This is an optimization exercise on Yosys and OpenROAD, whose aim is small area and a short achievable clock period, not a production implementation.
The RTL was checked by simulation tests, not by an equivalence proof against the original design.
Power figures rest on the tool's default switching activity, not on a simulated workload.

## try-willow
==> flow/design.v <==
package branch_target_cache_pkg;
    localparam int DEF_ADDR_W    = 64;
    localparam int DEF_NUM_ENTRY = 16;
    typedef logic [DEF_ADDR_W-3:0] red_addr_t;
endpackage
module btc_eq #(
    parameter int W = 62
) (
    input  logic [W-1:0] a,
    input  logic [W-1:0] b,
    output logic         eq
);
    assign eq = (a == b);
endmodule
module btc_lookup #(
    parameter int N = 16,
    parameter int W = 62
) (
    input  logic [N-1:0]   match,      
    input  logic [N*W-1:0] data,       
    input  logic           lookup_ok,  
    input  logic           bp,         
    input  logic           bp_hit,     
    input  logic [W-1:0]   bp_tgt,
    input  logic [W+1:0]   pc_p4,
    input  logic [1:0]     pc_lo,
    output logic           hit,
    output logic [W+1:0]   target
);
    logic [W-1:0] hit_tgt;
    logic         hit_any, p4_sel;
    always_comb begin
        hit_tgt = '0;
        for (int i = 0; i < N; i++)
            hit_tgt = hit_tgt | (match[i] ? data[i*W +: W] : '0);
    end
    assign hit_any = (|match) && lookup_ok;
    assign p4_sel  = !hit_any && !bp;
    assign hit     = hit_any || bp_hit;
    assign target  = {(lookup_ok ? hit_tgt : '0) | (bp ? bp_tgt : '0) |
                      (p4_sel ? pc_p4[W+1:2] : '0),
                      hit ? 2'b00 : pc_lo};
endmodule
module btc_update #(
    parameter int N = 16
) (
    input  logic [N-1:0] eq,         
    input  logic [N-1:0] valid,
    output logic [N-1:0] match,
    output logic         match_any,
    output logic         all_valid
);
    assign match     = valid & eq;
    assign match_any = |match;
    assign all_valid = &valid;
endmodule
module btc_wsel #(
    parameter int N  = 16,
    parameter int IW = 4
) (
    input  logic [N-1:0]  match,      
    input  logic          match_any,
    input  logic [N-1:0]  valid,
    input  logic          all_valid,
    input  logic [IW-1:0] victim,
    input  logic          redirect,
    output logic [N-1:0]  wsel,
    output logic [N-1:0]  we
);
    logic [N-1:0] free_oh, victim_oh, new_oh;
    always_comb begin
        for (int i = 0; i < N; i++) begin
            free_oh[i]   = !valid[i] && ((valid & ((N'(1) << i) - N'(1))) == ((N'(1) << i) - N'(1)));
            victim_oh[i] = (victim == IW'(i));
        end
    end
    assign new_oh = all_valid ? victim_oh : free_oh;
    assign wsel   = match | (match_any ? '0 : new_oh);
    assign we     = redirect ? wsel : '0;
endmodule
module btc_evict #(
    parameter int N = 16
) (
    input  logic [N-1:0] eq,         
    input  logic [N-1:0] valid,
    input  logic         redirect,
    input  logic         arst,
    output logic         alloc,
    output logic         evict
);
    assign alloc = !arst && redirect;
    assign evict = alloc && !(|(valid & eq)) && (&valid);
endmodule
module btc_xor2 (input logic a, input logic b, output logic y);
    assign y = a ^ b;
endmodule
module btc_nor2 (input logic a, input logic b, output logic y);
    assign y = !(a || b);
endmodule
module btc_nand2 (input logic a, input logic b, output logic y);
    assign y = !(a && b);
endmodule
module btc_inv (input logic a, output logic y);
    assign y = !a;
endmodule
module btc_ne_tree #(
    parameter int W = 62
) (
    input  logic [W-1:0] a,
    input  logic [W-1:0] b,
    output logic         ne
);
    localparam int L = $clog2(W);    
    logic [W-1:0] node [L+1];
    for (genvar j = 0; j < W; j++) begin : g_x
        btc_xor2 u_x (.a(a[j]), .b(b[j]), .y(node[0][j]));
    end
    for (genvar lv = 1; lv <= L; lv++) begin : g_lv
        localparam int NI = (W + (1 << (lv - 1)) - 1) >> (lv - 1);   
        localparam int NO = (NI + 1) / 2;                             
        for (genvar j = 0; j < NO; j++) begin : g_n
            if (2 * j + 1 < NI) begin : g_pair
                if (lv % 2 == 1) begin : g_or
                    btc_nor2 u_g (.a(node[lv-1][2*j]), .b(node[lv-1][2*j+1]), .y(node[lv][j]));
                end else begin : g_and
                    btc_nand2 u_g (.a(node[lv-1][2*j]), .b(node[lv-1][2*j+1]), .y(node[lv][j]));
                end
            end else begin : g_odd
                btc_inv u_g (.a(node[lv-1][2*j]), .y(node[lv][j]));
            end
        end
        if (NO < W) begin : g_pad
            assign node[lv][W-1:NO] = '0;
        end
    end
    if (L % 2 == 1) begin : g_root_eq
        btc_inv u_root (.a(node[L][0]), .y(ne));
    end else begin : g_root_ne
        assign ne = node[L][0];
    end
endmodule
module btc_all_tree #(
    parameter int W = 64
) (
    input  logic [W-1:0] x,
    output logic         all
);
    localparam int L = $clog2(W);
    logic [W-1:0] node [L+1];
    assign node[0] = x;
    for (genvar lv = 1; lv <= L; lv++) begin : g_lv
        localparam int NI = (W + (1 << (lv - 1)) - 1) >> (lv - 1);
        localparam int NO = (NI + 1) / 2;
        for (genvar j = 0; j < NO; j++) begin : g_n
            if (2 * j + 1 < NI) begin : g_pair
                if (lv % 2 == 1) begin : g_nand
                    btc_nand2 u_g (.a(node[lv-1][2*j]), .b(node[lv-1][2*j+1]), .y(node[lv][j]));
                end else begin : g_nor
                    btc_nor2 u_g (.a(node[lv-1][2*j]), .b(node[lv-1][2*j+1]), .y(node[lv][j]));
                end
            end else begin : g_odd
                btc_inv u_g (.a(node[lv-1][2*j]), .y(node[lv][j]));
            end
        end
        if (NO < W) begin : g_pad
            assign node[lv][W-1:NO] = '0;
        end
    end
    if (L % 2 == 1) begin : g_root_odd
        btc_inv u_root (.a(node[L][0]), .y(all));
    end else begin : g_root_even
        assign all = node[L][0];
    end
endmodule
module btc_seq_bits #(
    parameter int A = 64
) (
    input  logic [A-1:0] cur,
    input  logic [A-1:0] nxt,
    output logic [A-1:0] ok
);
    assign ok[0] = nxt[0] == cur[0];
    assign ok[1] = nxt[1] == cur[1];
    assign ok[2] = nxt[2] ^ cur[2];
    for (genvar i = 3; i < A; i++) begin : g_bit
        assign ok[i] = (nxt[i] ^ cur[i]) == (cur[i-1] && !nxt[i-1]);
    end
endmodule
module branch_target_cache #(
    parameter int ADDR_W    = branch_target_cache_pkg::DEF_ADDR_W,
    parameter int NUM_ENTRY = branch_target_cache_pkg::DEF_NUM_ENTRY
) (
    input  logic                           clk_i,
    input  logic                           arst_i,
    input  logic                           flush_i,
    input  logic [ADDR_W-1:0]              pc_i,
    input  logic                           upd_valid_i,
    input  logic [ADDR_W-1:0]              upd_current_i,
    input  logic [ADDR_W-1:0]              upd_next_i,
    output logic                           hit_o,
    output logic [ADDR_W-1:0]              target_o,
    output logic                           alloc_o,
    output logic                           evict_o,
    output logic [$clog2(NUM_ENTRY+1)-1:0] count_o
);
    localparam int TW = ADDR_W - 2;
    localparam int N  = NUM_ENTRY;
    localparam int IW = $clog2(NUM_ENTRY);
    localparam int CW = $clog2(NUM_ENTRY + 1);
    logic [TW-1:0] tags    [N];
    logic [TW-1:0] targets [N];
    logic [N-1:0]  valid;
    logic [IW-1:0] victim;
    logic [CW-1:0] count;
    logic [TW-1:0] pc_tag, upd_tag, nxt_tag;
    logic [N-1:0]  pc_eq, upd_eq, upd_match, wsel;
    logic          match_any, all_valid, bp_eq, seq_ok, redirect, sequential;
    logic          lookup_ok, bp;
    logic [ADDR_W-1:0] pc_p4;
    logic [N*TW-1:0]   tgt_flat;
    assign pc_tag  = pc_i[ADDR_W-1:2];
    assign upd_tag = upd_current_i[ADDR_W-1:2];
    assign nxt_tag = upd_next_i[ADDR_W-1:2];
    assign pc_p4   = pc_i + ADDR_W'(4);
    logic [ADDR_W-1:0] seq_bits;
    btc_seq_bits #(.A(ADDR_W)) u_seq_bits (.cur(upd_current_i), .nxt(upd_next_i), .ok(seq_bits));
    btc_all_tree #(.W(ADDR_W)) u_seq (.x(seq_bits), .all(seq_ok));
    assign redirect   = upd_valid_i && !seq_ok;
    assign sequential = upd_valid_i && seq_ok;
    for (genvar i = 0; i < N; i++) begin : g_cmp
        logic pc_ne;
        btc_ne_tree #(.W(TW)) u_pc (.a(tags[i]), .b(pc_tag), .ne(pc_ne));
        assign pc_eq[i] = !pc_ne;
        logic upd_ne;
        btc_ne_tree #(.W(TW)) u_upd (.a(tags[i]), .b(upd_tag), .ne(upd_ne));
        assign upd_eq[i] = !upd_ne;
        assign tgt_flat[i*TW +: TW] = targets[i];
    end
    logic bp_ne;
    btc_ne_tree #(.W(TW)) u_bp (.a(upd_tag), .b(pc_tag), .ne(bp_ne));
    assign bp_eq = !bp_ne;
    assign bp        = !arst_i && upd_valid_i && bp_eq;
    assign lookup_ok = !arst_i && !(upd_valid_i && bp_eq);
    btc_lookup #(.N(N), .W(TW)) u_lookup (
        .match     (valid & pc_eq),
        .data      (tgt_flat),
        .lookup_ok (lookup_ok),
        .bp        (bp),
        .bp_hit    (bp && redirect),
        .bp_tgt    (nxt_tag),
        .pc_p4     (pc_p4),
        .pc_lo     (pc_i[1:0]),
        .hit       (hit_o),
        .target    (target_o)
    );
    btc_update #(.N(N)) u_update (
        .eq        (upd_eq),
        .valid     (valid),
        .match     (upd_match),
        .match_any (match_any),
        .all_valid (all_valid)
    );
    btc_evict #(.N(N)) u_evict (
        .eq        (upd_eq),
        .valid     (valid),
        .redirect  (redirect),
        .arst      (arst_i),
        .alloc     (alloc_o),
        .evict     (evict_o)
    );
    assign count_o = count;
    logic [N-1:0] we;
    btc_wsel #(.N(N), .IW(IW)) u_wsel (
        .match     (upd_match),
        .match_any (match_any),
        .valid     (valid),
        .all_valid (all_valid),
        .victim    (victim),
        .redirect  (redirect),
        .wsel      (wsel),
        .we        (we)
    );
    always_ff @(posedge clk_i or posedge arst_i) begin
        if (arst_i) begin
            valid  <= '0;
            count  <= '0;
            victim <= '0;
        end else if (flush_i) begin
            valid  <= '0;
            count  <= '0;
            victim <= '0;
        end else begin
            valid <= (valid & ~(sequential ? upd_match : '0)) | (redirect ? wsel : '0);
            if (redirect && !match_any && !all_valid)
                count <= count + CW'(1);
            else if (sequential && match_any)
                count <= count - CW'(1);
            if (redirect && !match_any && all_valid)
                victim <= victim + IW'(1);
        end
    end
    always_ff @(posedge clk_i) begin
        for (int i = 0; i < N; i++) begin
            if (we[i]) begin
                tags[i]    <= upd_tag;
                targets[i] <= nxt_tag;
            end
        end
    end
endmodule
export LEC_CHECK = 0
export CAP_MARGIN = 20
export CORE_MARGIN = 2
export CORE_UTILIZATION = 60
export CTS_BUF_LIST = sky130_fd_sc_hd__clkbuf_16
export CTS_CLUSTER_DIAMETER = 80
export CTS_CLUSTER_SIZE = 25
export PLACE_DENSITY = 0.8
export SLEW_MARGIN = 30
export SYNTH_HIERARCHICAL = 1
create_clock -name core_clock -period 15.0 [get_ports {clk_i}]
standard.sh (not shown) runs the stock make flow with config.mk's settings and CLKGATE_MAP_FILE= SYNTH_SCRIPT=/design/flow/synth_recipe.tcl, a recipe that flattens the netlist after the stock synthesis.
==> flow/flow/run.sh <==
#!/bin/bash
set -euo pipefail
PB="BUFFER_PORTS_ARGS=-buffer_cell sky130_fd_sc_hd__buf_4"
bash standard.sh SETUP_SLACK_MARGIN=6.4 "$PB" cts > make_cts.log 2>&1
bash standard.sh SETUP_SLACK_MARGIN=4 "$PB" finish > make_finish.log 2>&1
[inputs] try-nickel vs try-willow
- changing CORE_UTILIZATION from 60 to 65
- changing SLEW_MARGIN from 30 to 20
==> flow/flow/run.sh <==
#!/bin/bash
set -euo pipefail
PB="BUFFER_PORTS_ARGS=-buffer_cell sky130_fd_sc_hd__buf_4"
bash standard.sh SETUP_SLACK_MARGIN=6.25 "$PB" cts > make_cts.log 2>&1
bash standard.sh SETUP_SLACK_MARGIN=4 "$PB" finish > make_finish.log 2>&1
### Flow results
[compare] base=try-willow new=try-nickel: via count barely changed, total length of routed met3 wires has increased.
try-nickel reports a lower y dimension of the die than try-willow does.
try-willow → try-nickel: switching power share of the total moved up, number of max-cap violations essentially unchanged, shortest clock period the worst path allows after layout shows an increase of 0.25 ns, starting density of the core now larger.
try-nickel completed every stage of the flow, and the final layout passed the timing, design-rule and antenna checks.

## separate check: timing with driven ports
In the flow no input, the clock included, has a driving cell. The finished layouts below were timed again as built, in two steps.
Step 1 sets driving cells, clkbuf_16 on the clock port and buf_2 on the other inputs (assumed; they add their load-dependent delay and slew).
Step 2 moves the port delays by t, midway between the first and last clock arrival at a register: inputs arrive t later, outputs are due t later. That takes back most of the time a late clock gives input paths.
Slacks: ideal / step 1 / step 2; pairs: ideal / step 1.
run	t (ns)	setup WS [ns]	latest minus earliest clock arrival (ns)	worst data-port slew with drivers (ns)	pins driven straight from the clock port
try-willow	0.845	6.169 / 5.976 / 5.740	0.048 / 0.049	0.21	1
try-nickel	0.867	5.921 / 5.817 / 5.603	0.049 / 0.049	0.22	1
After both steps setup and hold are still met in every run listed. For try-willow, which loses most, drivers alone change the setup slack by -0.193 ns; drivers and shift together by -0.429 ns.
